Background: an optimization exercise with open tools, aiming at small area. Do not read the settings as production practice. The RTL was checked by simulation tests, not by an equivalence proof against the original design. Power figures rest on the tool's default switching activity, not on a simulated workload.

Setup of job 101:
==> flow/design.v (excerpt) <==
module prefetcher_top (
	input  logic                       clk,
	input  logic                       reset,
	input  logic                       trigger_i,
	input  logic                       wait_cache_i,
	input  logic                       wait_stbuf_i,
	input  logic                       cache_ready_i,
	input  logic                       stbuf_ready_i,
	input  prefetch_pkg::word_t        cache_data_i,
	input  prefetch_pkg::word_t        stbuf_data_i,
	output logic                       cache_req_o,
	output prefetch_pkg::word_t        cache_addr_o,
	output logic                       stbuf_req_o,
	output prefetch_pkg::word_t        stbuf_addr_o,
	output prefetch_pkg::word_t        wr_addr_o,
	output prefetch_pkg::word_t        wr_data_o,
	output prefetch_pkg::slice_state_e state_o
);
For scale: ~270 flip-flops, about 210 I/O pins, about 0.014 mm^2 of cells after synthesis.
Settings: LEC_CHECK=0, CAP_MARGIN=10, CORE_MARGIN=2, CORE_UTILIZATION=75, SLEW_MARGIN=10; clock period 6.0 ns.
standard.sh (not shown) runs the stock make flow with config.mk's settings and CLKGATE_MAP_FILE= SYNTH_SCRIPT=/design/flow/synth_recipe.tcl, a recipe that flattens the netlist after the stock synthesis.
==> flow/flow/run.sh <==
#!/bin/bash
# Own layout flow: the standard ORFS flow (standard synthesis, floorplan,
# power grid and tap cells unchanged) with smaller helper cells:
#  - port buffers use sky130_fd_sc_hd__buf_1 instead of clkdlybuf4s50_1,
#  - clock tree synthesis uses small clock buffers and no dummy loads,
#  - the synthesized netlist's single tie cell is kept (no per-load tie copies).
# Synthesis is the standard flow's (synth_recipe.tcl) with only ABC's script replaced by
# the area-oriented flow/area.abc (flow/abc_override.tcl).
# Every tool's full output goes to flow.log in the work folder (ORFS's own
# per-step logs stay under orfs/logs).
set -euo pipefail
cd "$(dirname "$0")/.."
export BUFFER_PORTS_ARGS="-buffer_cell sky130_fd_sc_hd__buf_1"
export CTS_ARGS="-sink_clustering_enable -repair_clock_nets -dont_use_dummy_load -buf_list sky130_fd_sc_hd__clkbuf_8 -sink_clustering_size 16 -sink_clustering_max_diameter 80"
export SKIP_REPAIR_TIE_FANOUT=1
export AREA_ABC_SCRIPT="$PWD/flow/area.abc"
{ head -n 1 synth_recipe.tcl; cat flow/abc_override.tcl; tail -n +2 synth_recipe.tcl; } > area_synth.tcl
bash standard.sh SYNTH_SCRIPT="$PWD/area_synth.tcl" finish > flow.log 2>&1
==> flow/flow/abc_override.tcl <==
# Sourced into the synthesis script right after the standard flow's first line: ORFS's
# synthesis runs unchanged (same flip-flop mapping and names) except that
# ABC maps the logic with the area-oriented script flow/area.abc.
proc abc {args} {
  set i [lsearch -exact $args -script]
  if {$i >= 0} {
    set args [lreplace $args [expr {$i + 1}] [expr {$i + 1}] $::env(AREA_ABC_SCRIPT)]
  }
  yosys abc {*}$args
}
==> flow/flow/area.abc <==
strash
&get -n
&st
&synch2
&nf
&st
&synch2
&nf
&put
topo
Setup changes, job 101 to job 102
- changing CORE_UTILIZATION from 75 to 40
- changing CAP_MARGIN from 10 to 20
- changing SLEW_MARGIN from 10 to 20
==> flow/flow/run.sh <==
#!/bin/bash
# Own layout flow: the standard ORFS flow (standard synthesis, floorplan,
# power grid and tap cells unchanged) with smaller helper cells:
#  - port buffers use sky130_fd_sc_hd__buf_1 instead of clkdlybuf4s50_1,
#  - clock tree synthesis uses small clock buffers and no dummy loads,
#  - after global routing, gates with setup slack to spare are downsized
#    (ORFS's power recovery, which here mostly shrinks cells) and slew and
#    capacitance limits are repaired again afterwards (flow/post_grt.tcl),
#  - the synthesized netlist's single tie cell is kept (no per-load tie copies).
# Every tool's full output goes to flow.log in the work folder (ORFS's own
# per-step logs stay under orfs/logs).
set -euo pipefail
cd "$(dirname "$0")/.."
export BUFFER_PORTS_ARGS="-buffer_cell sky130_fd_sc_hd__buf_1"
export CTS_ARGS="-sink_clustering_enable -repair_clock_nets -dont_use_dummy_load -buf_list sky130_fd_sc_hd__clkbuf_8 -sink_clustering_size 16 -sink_clustering_max_diameter 80"
export SKIP_REPAIR_TIE_FANOUT=1
export RECOVER_POWER=100
export POST_GLOBAL_ROUTE_TCL="$PWD/flow/post_grt.tcl"
bash standard.sh finish > flow.log 2>&1
==> flow/flow/post_grt.tcl (new file) <==
# Runs at the end of ORFS's global route step, after its power recovery
# (RECOVER_POWER), which downsizes cells on paths with setup slack to spare
# but can leave nets over their slew or capacitance limits. Repair those
# limits again, re-legalize, re-route the changed nets and rewrite the guides.
puts "post global route: repair slew and capacitance after power recovery"
global_route -start_incremental
repair_design_helper
detailed_placement
global_route -end_incremental
estimate_parasitics -global_routing
report_check_types -max_slew -max_capacitance -violators
report_worst_slack -max
report_design_area
write_guides $::env(RESULTS_DIR)/route.guide
removed: flow/flow/abc_override.tcl
removed: flow/flow/area.abc
--- outcome ---
Delta (job 102 minus job 101): design area now larger; length of routed met3 wiring lower; total wire length +6500 um; footprint of the multi-input gates grew by about 5%.
Reported for job 101 and job 102, total DRC errors in the routed layout turned out identical to the last digit.
Destination of the critical timing path = wdata_q[23]: job 102; destination of the critical timing path = wdata_q[31]: job 101
Compare job 101 and job 102 | iteration count of the initial detailed-routing pass lower: job 102

---

Setup of yarrow:
prefetcher_top again, from the RTL that the note above started with.
export LEC_CHECK = 0
export CAP_MARGIN = 20
export CORE_MARGIN = 2
export CORE_UTILIZATION = 40
export SLEW_MARGIN = 20
create_clock -name core_clock -period 6.0 [get_ports {clk}]
==> flow/flow/run.sh <==
#!/bin/bash
# Own layout flow: the standard ORFS flow (standard synthesis, floorplan,
# power grid and tap cells unchanged) with smaller helper cells:
#  - port buffers use sky130_fd_sc_hd__buf_1 instead of clkdlybuf4s50_1,
#  - clock tree synthesis uses small clock buffers and no dummy loads,
#  - the synthesized netlist's single tie cell is kept (no per-load tie copies).
# Every tool's full output goes to flow.log in the work folder (ORFS's own
# per-step logs stay under orfs/logs).
set -euo pipefail
cd "$(dirname "$0")/.."
export BUFFER_PORTS_ARGS="-buffer_cell sky130_fd_sc_hd__buf_1"
export CTS_ARGS="-sink_clustering_enable -repair_clock_nets -dont_use_dummy_load -buf_list sky130_fd_sc_hd__clkbuf_4"
export SKIP_REPAIR_TIE_FANOUT=1
bash standard.sh finish > flow.log 2>&1
#### Input delta (amber over yarrow)
- CAP_MARGIN: 20 -> 10
- SLEW_MARGIN: 20 -> 10
- CORE_UTILIZATION: 40 -> 65
==> flow/flow/run.sh <==
#!/bin/bash
# Own layout flow: the standard ORFS flow (standard synthesis, floorplan,
# power grid and tap cells unchanged) with smaller helper cells:
#  - port buffers use sky130_fd_sc_hd__buf_1 instead of clkdlybuf4s50_1,
#  - clock tree synthesis uses small clock buffers and no dummy loads,
#  - the synthesized netlist's single tie cell is kept (no per-load tie copies).
# Synthesis is the standard flow's (synth_recipe.tcl) with only ABC's script replaced by
# the area-oriented flow/area.abc (flow/abc_override.tcl).
# Every tool's full output goes to flow.log in the work folder (ORFS's own
# per-step logs stay under orfs/logs).
set -euo pipefail
cd "$(dirname "$0")/.."
export BUFFER_PORTS_ARGS="-buffer_cell sky130_fd_sc_hd__buf_1"
export CTS_ARGS="-sink_clustering_enable -repair_clock_nets -dont_use_dummy_load -buf_list sky130_fd_sc_hd__clkbuf_8 -sink_clustering_size 16 -sink_clustering_max_diameter 80"
export SKIP_REPAIR_TIE_FANOUT=1
export AREA_ABC_SCRIPT="$PWD/flow/area.abc"
{ head -n 1 synth_recipe.tcl; cat flow/abc_override.tcl; tail -n +2 synth_recipe.tcl; } > area_synth.tcl
bash standard.sh SYNTH_SCRIPT="$PWD/area_synth.tcl" finish > flow.log 2>&1
==> flow/flow/abc_override.tcl (new file) <==
# Sourced into the synthesis script right after the standard flow's first line: ORFS's
# synthesis runs unchanged (same flip-flop mapping and names) except that
# ABC maps the logic with the area-oriented script flow/area.abc.
proc abc {args} {
  set i [lsearch -exact $args -script]
  if {$i >= 0} {
    set args [lreplace $args [expr {$i + 1}] [expr {$i + 1}] $::env(AREA_ABC_SCRIPT)]
  }
  yosys abc {*}$args
}
==> flow/flow/area.abc (new file) <==
strash
&get -n
&st
&synch2
&nf
&st
&synch2
&nf
&put
topo
Notes after the runs:
- Global-route usage was lower in yarrow than in amber.
- Changes observed in amber relative to yarrow: number of logic inverters in the finished layout picked up an extra about 17%, number of levels the H-tree was split into went down 2, largest net degree at the start of global routing went up 4, antenna cell count decreased 3, synthesized instance count down about 12%.
- amber vs yarrow, total power went down by 12%.
- amber completed end to end with timing, DRC and antenna clean.
- From yarrow to amber the numbers moved as follows: mapped cell area decreased 6.1%; layout overhead on the synthesized area climbed 0.77 points.
Inputs modified between amber and raven:
- CORE_UTILIZATION now 40, was 65
- CAP_MARGIN now 20, was 10
- SLEW_MARGIN now 20, was 10
Results
raven — post-place setup slack 0.28 ns lower, amber as reference. Maximum frequency, raven vs amber: up by a few percent. In the flow results for amber and raven, the clock network fraction of design power is larger on raven.
Input changes introduced in fjord (baseline for comparison: raven):
- a change of CAP_MARGIN from 20 to 10
- a change of CORE_UTILIZATION from 40 to 65
- a change of SLEW_MARGIN from 20 to 10
==> flow/flow/run.sh <==
#!/bin/bash
# Own layout flow: the standard ORFS flow (standard synthesis, floorplan,
# power grid and tap cells unchanged) with smaller helper cells:
#  - port buffers use sky130_fd_sc_hd__buf_1 instead of clkdlybuf4s50_1,
#  - clock tree synthesis uses small clock buffers and no dummy loads,
#  - the synthesized netlist's single tie cell is kept (no per-load tie copies).
# Every tool's full output goes to flow.log in the work folder (ORFS's own
# per-step logs stay under orfs/logs).
set -euo pipefail
cd "$(dirname "$0")/.."
export BUFFER_PORTS_ARGS="-buffer_cell sky130_fd_sc_hd__buf_1"
export CTS_ARGS="-sink_clustering_enable -repair_clock_nets -dont_use_dummy_load -buf_list sky130_fd_sc_hd__clkbuf_4"
export SKIP_REPAIR_TIE_FANOUT=1
bash standard.sh finish > flow.log 2>&1
removed: flow/flow/abc_override.tcl
removed: flow/flow/area.abc
Findings:
Going from raven to fjord, total track usage rose by 13 points, via count rose by 1,115, delay of the slowest cell on the worst path fell by 0.02 ns, clock network power share rose by 5.9 points. Having completed the whole flow, fjord delivered a layout that passed the timing, DRC and antenna checks. Compared with raven, fjord shows synthesized area that has gone up by a few percent. Wire length came out lower on fjord than on raven. raven has a higher share of power burned in combinational logic than fjord. In the metrics for raven and fjord, the one carrying the lower sum of internal, switching and leakage power is raven. [fjord] cell area rose about 1.8% relative to raven.

---

## rev 12
prefetcher_top again, from the RTL that the note above started with.
clock: 6.0 ns
lec_check: 0
cap_margin: 10
core_margin: 2
core_utilization: 65
slew_margin: 10
==> flow/flow/run.sh <==
#!/bin/bash
# Own layout flow: the standard ORFS flow (standard synthesis, floorplan,
# power grid and tap cells unchanged) with smaller helper cells:
#  - port buffers use sky130_fd_sc_hd__buf_1 instead of clkdlybuf4s50_1,
#  - clock tree synthesis uses small clock buffers and no dummy loads,
#  - the synthesized netlist's single tie cell is kept (no per-load tie copies).
# Synthesis is the standard flow's (synth_recipe.tcl) with only ABC's script replaced by
# the area-oriented flow/area.abc (flow/abc_override.tcl).
# Every tool's full output goes to flow.log in the work folder (ORFS's own
# per-step logs stay under orfs/logs).
set -euo pipefail
cd "$(dirname "$0")/.."
export BUFFER_PORTS_ARGS="-buffer_cell sky130_fd_sc_hd__buf_1"
export CTS_ARGS="-sink_clustering_enable -repair_clock_nets -dont_use_dummy_load -buf_list sky130_fd_sc_hd__clkbuf_8 -sink_clustering_size 16 -sink_clustering_max_diameter 80"
export SKIP_REPAIR_TIE_FANOUT=1
export AREA_ABC_SCRIPT="$PWD/flow/area.abc"
{ head -n 1 synth_recipe.tcl; cat flow/abc_override.tcl; tail -n +2 synth_recipe.tcl; } > area_synth.tcl
bash standard.sh SYNTH_SCRIPT="$PWD/area_synth.tcl" finish > flow.log 2>&1
==> flow/flow/abc_override.tcl <==
# Sourced into the synthesis script right after the standard flow's first line: ORFS's
# synthesis runs unchanged (same flip-flop mapping and names) except that
# ABC maps the logic with the area-oriented script flow/area.abc.
proc abc {args} {
  set i [lsearch -exact $args -script]
  if {$i >= 0} {
    set args [lreplace $args [expr {$i + 1}] [expr {$i + 1}] $::env(AREA_ABC_SCRIPT)]
  }
  yosys abc {*}$args
}
==> flow/flow/area.abc <==
strash
&get -n
&st
&synch2
&nf
&put
topo
The flow did not stop early for rev 12: all stages ran, and the layout cleared the timing, DRC and antenna checks.
Here is what was changed in the inputs of rev 13 compared with rev 12.
- changing CAP_MARGIN from 10 to 20
- changing CORE_UTILIZATION from 65 to 40
- changing SLEW_MARGIN from 10 to 20
==> flow/flow/area.abc <==
strash
&get -n
&st
&synch2
&nf
&put
buffer -c
topo
stime -c
upsize -c
dnsize -c
## What came out
Power density normalized to cell area was lower in the run labelled rev 13.
When rev 13 is set beside rev 12, its non-clock buffer count turns out to be about 1.1% smaller.
For clock network latency to the later pin of the worst-skew pair, rev 12 and rev 13 come out practically identical.

---

Setup of north:
Starting RTL as in the previous note.
==> flow/config.mk <==
export PLATFORM = sky130hd
export DESIGN_NAME = prefetcher_top
export DESIGN_NICKNAME = prefetcher_top
export VERILOG_FILES = /design/flow/design.v
export SDC_FILE = /design/flow/constraint.sdc
export NUM_CORES = 4
export LEC_CHECK = 0
export CAP_MARGIN = 20
export CORE_MARGIN = 2
export CORE_UTILIZATION = 40
export SLEW_MARGIN = 20
==> flow/constraint.sdc <==
create_clock -name core_clock -period 6.0 [get_ports {clk}]
set_input_delay 1.2000 -clock core_clock [delete_from_list [all_inputs] [get_ports {clk}]]
set_output_delay 1.2000 -clock core_clock [all_outputs]
set_load 0.01 [all_outputs]
==> flow/flow/area.abc <==
strash
&get -n
&st
&synch2
&nf
&put
topo
Scripts as last shown in full above: flow/flow/run.sh, flow/flow/abc_override.tcl
--- input diff north..south ---
# north
export LEC_CHECK = 0
export CAP_MARGIN = 20
export CORE_MARGIN = 2
export CORE_UTILIZATION = 40
export SLEW_MARGIN = 20
create_clock -name core_clock -period 6.0 [get_ports {clk}]
# south
export LEC_CHECK = 0
export CAP_MARGIN = 10
export CORE_MARGIN = 2
export CORE_UTILIZATION = 65
export SLEW_MARGIN = 10
create_clock -name core_clock -period 6.0 [get_ports {clk}]
--- a/flow/flow/run.sh
+++ b/flow/flow/run.sh
@@ -5,0 +6,3 @@
+#  - after global routing, gates with setup slack to spare are downsized
+#    (ORFS's power recovery, which here mostly shrinks cells) and slew and
+#    capacitance limits are repaired again afterwards (flow/post_grt.tcl),
@@ -7,2 +9,0 @@
-# Synthesis is the standard flow's (synth_recipe.tcl) with only ABC's script replaced by
-# the area-oriented flow/area.abc (flow/abc_override.tcl).
@@ -16,3 +17,3 @@
-export AREA_ABC_SCRIPT="$PWD/flow/area.abc"
-{ head -n 1 synth_recipe.tcl; cat flow/abc_override.tcl; tail -n +2 synth_recipe.tcl; } > area_synth.tcl
-bash standard.sh SYNTH_SCRIPT="$PWD/area_synth.tcl" finish > flow.log 2>&1
+export RECOVER_POWER=100
+export POST_GLOBAL_ROUTE_TCL="$PWD/flow/post_grt.tcl"
+bash standard.sh finish > flow.log 2>&1
==> flow/flow/post_grt.tcl (new file) <==
# Runs at the end of ORFS's global route step, after its power recovery
# (RECOVER_POWER), which downsizes cells on paths with setup slack to spare
# but can leave nets over their slew or capacitance limits. Repair those
# limits again, re-legalize, re-route the changed nets and rewrite the guides.
puts "post global route: repair slew and capacitance after power recovery"
global_route -start_incremental
repair_design_helper
detailed_placement
global_route -end_incremental
estimate_parasitics -global_routing
report_check_types -max_slew -max_capacitance -violators
report_worst_slack -max
report_design_area
write_guides $::env(RESULTS_DIR)/route.guide
removed: flow/flow/abc_override.tcl
removed: flow/flow/area.abc
[summary]
Relative to north, core utilization has increased by 24 points in south. From north to south the numbers moved as follows: total met2 wirelength after detailed routing shows a reduction of 11%, sequential portion of the cell area did not really move.
[inputs] east vs south
# south
export LEC_CHECK = 0
export CAP_MARGIN = 10
export CORE_MARGIN = 2
export CORE_UTILIZATION = 65
export SLEW_MARGIN = 10
create_clock -name core_clock -period 6.0 [get_ports {clk}]
# east
export LEC_CHECK = 0
export CAP_MARGIN = 20
export CORE_MARGIN = 2
export CORE_UTILIZATION = 40
export SLEW_MARGIN = 20
create_clock -name core_clock -period 6.0 [get_ports {clk}]
--- a/flow/flow/run.sh
+++ b/flow/flow/run.sh
@@ -6,3 +5,0 @@
-#  - after global routing, gates with setup slack to spare are downsized
-#    (ORFS's power recovery, which here mostly shrinks cells) and slew and
-#    capacitance limits are repaired again afterwards (flow/post_grt.tcl),
@@ -17,2 +13,0 @@
-export RECOVER_POWER=100
-export POST_GLOBAL_ROUTE_TCL="$PWD/flow/post_grt.tcl"
removed: flow/flow/post_grt.tcl
## What came out
After detailed routing, south needs less wire than east.
east: area share of buffers outside the clock network higher than south
Summary of east over south: number of signal-net buffers in the layout rose about 3.2%, slack of the critical path rose 0.19 ns, clock buffer count rose 2, non-filler instance count after layout rose 191, internal power component rose 0.029 mW.
Compared to south, east was floorplanned on a bigger die.
east completed every stage of the flow, and the final layout passed the timing, DRC and antenna checks.

afterwards: timing with drivers on the ports:
No port has a modelled driver above. Below, the same layouts with a new extraction and two added sets of constraints. Step 1, drivers: a clkbuf_16 drives clk and a buf_2 each remaining input, both assumed. Step 2, shift: input delay + t, output delay - t, t = (earliest + latest rising clock arrival at the registers) / 2. This alone moves slack from input paths to output paths. a / b / c = ideal ports / drivers / drivers and shift; a / b = the first two.
run | t (ns) | setup slack, ns | clock arrival spread, ns
job 101 | 0.595 | 0.433 / 0.433 / 0.433 | 0.026 / 0.026
job 102 | 0.616 | 0.556 / 0.556 / 0.556 | 0.060 / 0.060
yarrow | 0.792 | 0.421 / 0.421 / 0.421 | 0.065 / 0.065
amber | 0.609 | 0.434 / 0.434 / 0.434 | 0.040 / 0.041
raven | 0.600 | 0.549 / 0.549 / 0.549 | 0.096 / 0.096
fjord | 0.711 | 0.190 / 0.190 / 0.190 | 0.075 / 0.075
rev 12 | 0.597 | 0.533 / 0.533 / 0.533 | 0.031 / 0.031
rev 13 | 0.607 | 0.505 / 0.505 / 0.505 | 0.041 / 0.041
north | 0.603 | 0.376 / 0.376 / 0.376 | 0.111 / 0.110
south | 0.603 | 0.379 / 0.379 / 0.379 | 0.043 / 0.043
east | 0.611 | 0.571 / 0.571 / 0.571 | 0.055 / 0.055
After both steps every run listed still meets setup and hold.
